This design comes from an exercise in tuning for small area, a short achievable clock period and few clock cycles per item on the open sky130 flow, not from production work. Only simulation tests tie the RTL to the original design; equivalence was not proved. Power and IR drop assume default switching activity.

Setup of run A:
## fp_add_top
module fp_add_top (
    input  logic        sys_clk,
    input  logic        sys_rst_n,
    input  logic [31:0] data1_in,
    input  logic [31:0] data2_in,
    input  logic        op,
    input  logic        trig,
    output logic [31:0] data_out,
    output logic        vld
);
For scale: ~2200 cells after synthesis, about 98 flip-flops, about 100 I/O pins, ~13000 um2 of cells after synthesis.
export LEC_CHECK = 0
export ABC_AREA = 1
export CAP_MARGIN = 20
export CORE_MARGIN = 2
export CORE_UTILIZATION = 40
export SETUP_SLACK_MARGIN = 1.75
export SLEW_MARGIN = 20
create_clock -name core_clock -period 6.0 [get_ports {sys_clk}]
standard.sh (not shown) runs the stock make flow with config.mk's settings and CLKGATE_MAP_FILE= SYNTH_SCRIPT=/design/flow/synth_recipe.tcl, a recipe that flattens the netlist after the stock synthesis.
==> flow/flow/run.sh <==
#!/bin/bash
# Standard layout, with plain buffers on the ports instead of the delay
# cells the port buffering picks by default.
set -euo pipefail
bash standard.sh BUFFER_PORTS_ARGS="-buffer_cell sky130_fd_sc_hd__buf_1" SKIP_GATE_CLONING=1 finish > standard.log 2>&1
Run A completed; timing, DRC and antenna clean
Testbench counts of run A, summed over its fixed seeds: cycles 16,000, items 8,000.
The inputs of run B differ from those of run A as listed below.
Settings: CORE_UTILIZATION changed from 40 to 55; SETUP_SLACK_MARGIN changed from 1.75 to 1.5.
[summary]
Run B: PASS, flow complete, no timing, DRC or antenna violations
The fraction of power consumed by the clock network in run B sits 1.0 points above the value recorded for run A.
Of the two values seen for slowest stage cell on the critical path, sky130_fd_sc_hd__o31ai_2 was produced by run B and sky130_fd_sc_hd__nor4b_2 by run A.
Summary of run B over run A: final instance area saw a decrease; number of buffers and inverters on the critical path saw a decrease.
Changes in run C relative to run B:
Settings: changing CORE_UTILIZATION from 55 to 40.
==> comparison <==
On power: run C sits below run B. On storage element area, run B and run C are basically level. NOTE leakage power summed over all cells run B->run C decreased slightly. Shortest period the worst path allows was higher in the run labelled run B. Of run B and run C, the lower non-clock buffer count belongs to run C. From run B to run C the numbers moved as follows: least setup slack across all paths after layout up 0.12 ns, total core area now larger. Design internal power was higher in the run labelled run B. For the tap cell count, run C came in 89 higher than run B did. Going from run B to run C, relative contribution of the clock network to total power shows an increase of 0.2 points, horizontal extent of the die shows an increase of 17%.

---

fp_add_top, a different RTL version from the one above (not shown whole).
For scale: ~1700 cells after synthesis, about 99 flip-flops, ~100 I/O pins, ~13000 µm² of cells after synthesis.
## fp_add_top
module fp_add_top (
    input  logic        sys_clk,
    input  logic        sys_rst_n,
    input  logic [31:0] data1_in,
    input  logic [31:0] data2_in,
    input  logic        op,
    input  logic        trig,
    output logic [31:0] data_out,
    output logic        vld
);
export LEC_CHECK = 0
export ABC_AREA = 0
export CAP_MARGIN = 20
export CORE_MARGIN = 2
export CORE_UTILIZATION = 40
export SETUP_SLACK_MARGIN = 1.5
export SLEW_MARGIN = 20
create_clock -name core_clock -period 6.0 [get_ports {sys_clk}]
==> flow/flow/run.sh <==
#!/bin/bash
# Standard layout, with plain buffers on the ports instead of the delay
# cells the port buffering picks by default.
set -euo pipefail
bash standard.sh BUFFER_PORTS_ARGS="-buffer_cell sky130_fd_sc_hd__buf_1" finish > standard.log 2>&1
Testbench counts at the start, summed over its fixed seeds: cycles 16,000, items 8,000.
Next try:
--- a/flow/config.mk
+++ b/flow/config.mk
@@ -8 +8 @@
-export ABC_AREA = 0
+export ABC_AREA = 1
Cell count goes up by 16%.
Hold slack improves by 0.026 ns.
Fmax climbs by 16%.
Sequential power went down by about 0.8%.
Clock-buffer cell count shrinks by 1.
Power drops by about 10%.
Area after synthesis shrinks by 2.0%.
Utilization goes down by 5.8 points.
Via count goes up by 2.1%.
Sequential share of layout area rose by 1.8 points.

---

Another version of the RTL of fp_add_top (not shown whole).
Size in the first run: about 99 flip-flops, about 100 I/O pins, about 0.012 sq mm of cells after synthesis.
clock: 6.0 ns
lec_check: 0
abc_area: 1
cap_margin: 20
core_margin: 2
core_utilization: 40
slew_margin: 20
Scripts as last shown in full above: flow/flow/run.sh
The starting point finished with timing, DRC and antenna clean.
Testbench counts at the start, summed over its fixed seeds: cycles 16,000, items 8,000.
Then changed:
==> flow/run.sh (new file) <==
#!/bin/bash
# synth_recipe.tcl (not shown) runs the flow's synth.tcl, then flattens the netlist and writes it again
# the make line also repeats each setting of config.mk as NAME=value (left out here)
make -C /OpenROAD-flow-scripts/flow DESIGN_CONFIG=/design/flow/config.mk WORK_HOME=/design/flow/orfs CLKGATE_MAP_FILE= SYNTH_SCRIPT=/design/flow/synth_recipe.tcl finish
removed: flow/flow/run.sh
removed: flow/standard.sh
Via count rises by 1.1%.
Count of clock-buffer cells in the layout falls by 1.
Setup slack is about the same.
Non-clock buffer count rises by 21.
Final area rises by 5.9%.
Clock power falls by about 1%.
Sequential share of layout area falls by 0.89 points.

---

Another version of the RTL of fp_add_top (not shown whole).
For scale: roughly 2200 cells after synthesis, roughly 98 flip-flops, roughly 100 I/O pins, about 0.013 sq mm of cells after synthesis.
Settings: LEC_CHECK=0, ABC_AREA=1, CAP_MARGIN=20, CORE_MARGIN=2, CORE_UTILIZATION=40, SLEW_MARGIN=20; clock period 6.0 ns.
run.sh (not shown) runs the stock make flow with config.mk's settings and CLKGATE_MAP_FILE= SYNTH_SCRIPT=/design/flow/synth_recipe.tcl, a recipe that flattens the netlist after the stock synthesis.
Stock flow here: none of the scripts above is used.
The baseline produced a clean layout.
Testbench counts at the start, summed over its fixed seeds: cycles 16,000, items 8,000.
Next try:
ABC_AREA = unset   (was 1)
ABC_CLOCK_PERIOD_IN_PS = 4500   (was unset)
Outcome:
- sequential power came out higher by about 0.4%
- non-clock buffer count came out higher by 138
- combinational power came out higher by about 12%
- wire length came out higher by about 3%
Next try:
ABC_CLOCK_PERIOD_IN_PS = unset   (was 4500)
Global-route usage does not change.
Wire length does not change.
Final area is unchanged.
Hold slack is unchanged.
Synthesized area does not change.
Synthesized cell count does not change.
Worst setup slack stays the same.
Critical path depth is unchanged.
Sequential share of layout area does not change.
Total power does not change.
Register-to-register slack stays flat.
Next try:
==> flow/flow/run.sh (new file) <==
#!/bin/bash
# Standard layout, with plain buffers on the ports instead of the delay
# cells the port buffering picks by default.
set -euo pipefail
bash standard.sh BUFFER_PORTS_ARGS="-buffer_cell sky130_fd_sc_hd__buf_1" finish > standard.log 2>&1
==> flow/standard.sh (new file) <==
#!/bin/bash
# synth_recipe.tcl (not shown) runs the flow's synth.tcl, then flattens the netlist and writes it again
# the make line also repeats each setting of config.mk as NAME=value (left out here)
make -C /OpenROAD-flow-scripts/flow DESIGN_CONFIG=/design/flow/config.mk WORK_HOME=/design/flow/orfs CLKGATE_MAP_FILE= SYNTH_SCRIPT=/design/flow/synth_recipe.tcl "${@:-finish}"
ABC_AREA = 1   (was unset)
removed: flow/run.sh
Area after synthesis fell slightly.
Register-to-register slack improves by 0.22 ns.
Final cell count rose by about a fifth.
Routed wire length is lower by a few percent.
Cell area is lower by roughly a tenth.

-- what the ideal ports hide --
In the flow no input, the clock included, has a driving cell. The finished layouts below were timed again as built, in two steps. Step 1 sets driving cells, clkbuf_16 on the clock port and buf_2 on the other inputs (assumed; they add their load-dependent delay and slew). Step 2 moves the port delays by t, midway between the first and last clock arrival at a register: inputs arrive t later, outputs are due t later. That takes back most of the time a late clock gives input paths. Three values: ideal ports, drivers, drivers and shift; two values: the first two.
| run | t, ns | setup WS [ns] | hold WS [ns] | worst register clock-pin slew, ns | worst data-port slew with drivers (ns) |
|---|---|---|---|---|---|
| run A | 0.402 | 1.732 / 1.728 / 1.326 | 0.477 / 0.477 / 0.477 | 0.08 / 0.08 | 0.05 |
| run B | 0.408 | 1.584 / 1.584 / 1.220 | 0.473 / 0.473 / 0.473 | 0.09 / 0.09 | 0.04 |
| run C | 0.407 | 1.703 / 1.731 / 1.323 | 0.476 / 0.476 / 0.476 | 0.07 / 0.07 | 0.04 |
| the first run of note 2 | 0.410 | 0.840 / 0.840 / 0.840 | 0.490 / 0.490 / 0.490 | 0.09 / 0.09 | 0.05 |
| the second run of note 2 | 0.407 | 1.558 / 1.558 / 1.300 | 0.516 / 0.516 / 0.516 | 0.08 / 0.08 | 0.03 |
| the first run of note 3 | 0.418 | 0.373 / 0.373 / 0.251 | 0.512 / 0.512 / 0.512 | 0.08 / 0.08 | 0.07 |
| the second run of note 3 | 0.416 | 0.375 / 0.375 / 0.329 | 0.486 / 0.486 / 0.486 | 0.08 / 0.08 | 0.08 |
| the first run of note 4 | 0.419 | 0.493 / 0.493 / 0.246 | 0.524 / 0.524 / 0.524 | 0.09 / 0.09 | 0.05 |
| the second run of note 4 | 0.419 | 0.211 / 0.243 / -0.176 | 0.484 / 0.484 / 0.484 | 0.09 / 0.09 | 0.04 |
| the third run of note 4 | 0.419 | 0.211 / 0.243 / -0.176 | 0.484 / 0.484 / 0.484 | 0.09 / 0.09 | 0.04 |
| the fourth run of note 4 | 0.418 | 0.466 / 0.471 / 0.078 | 0.521 / 0.521 / 0.521 | 0.08 / 0.08 | 0.05 |
With both steps, setup timing fails in the second run of note 4 and the third run of note 4, where it was met with ideal ports. For run A, which loses most, drivers alone change the setup slack by -0.004 ns; drivers and shift together by -0.406 ns.
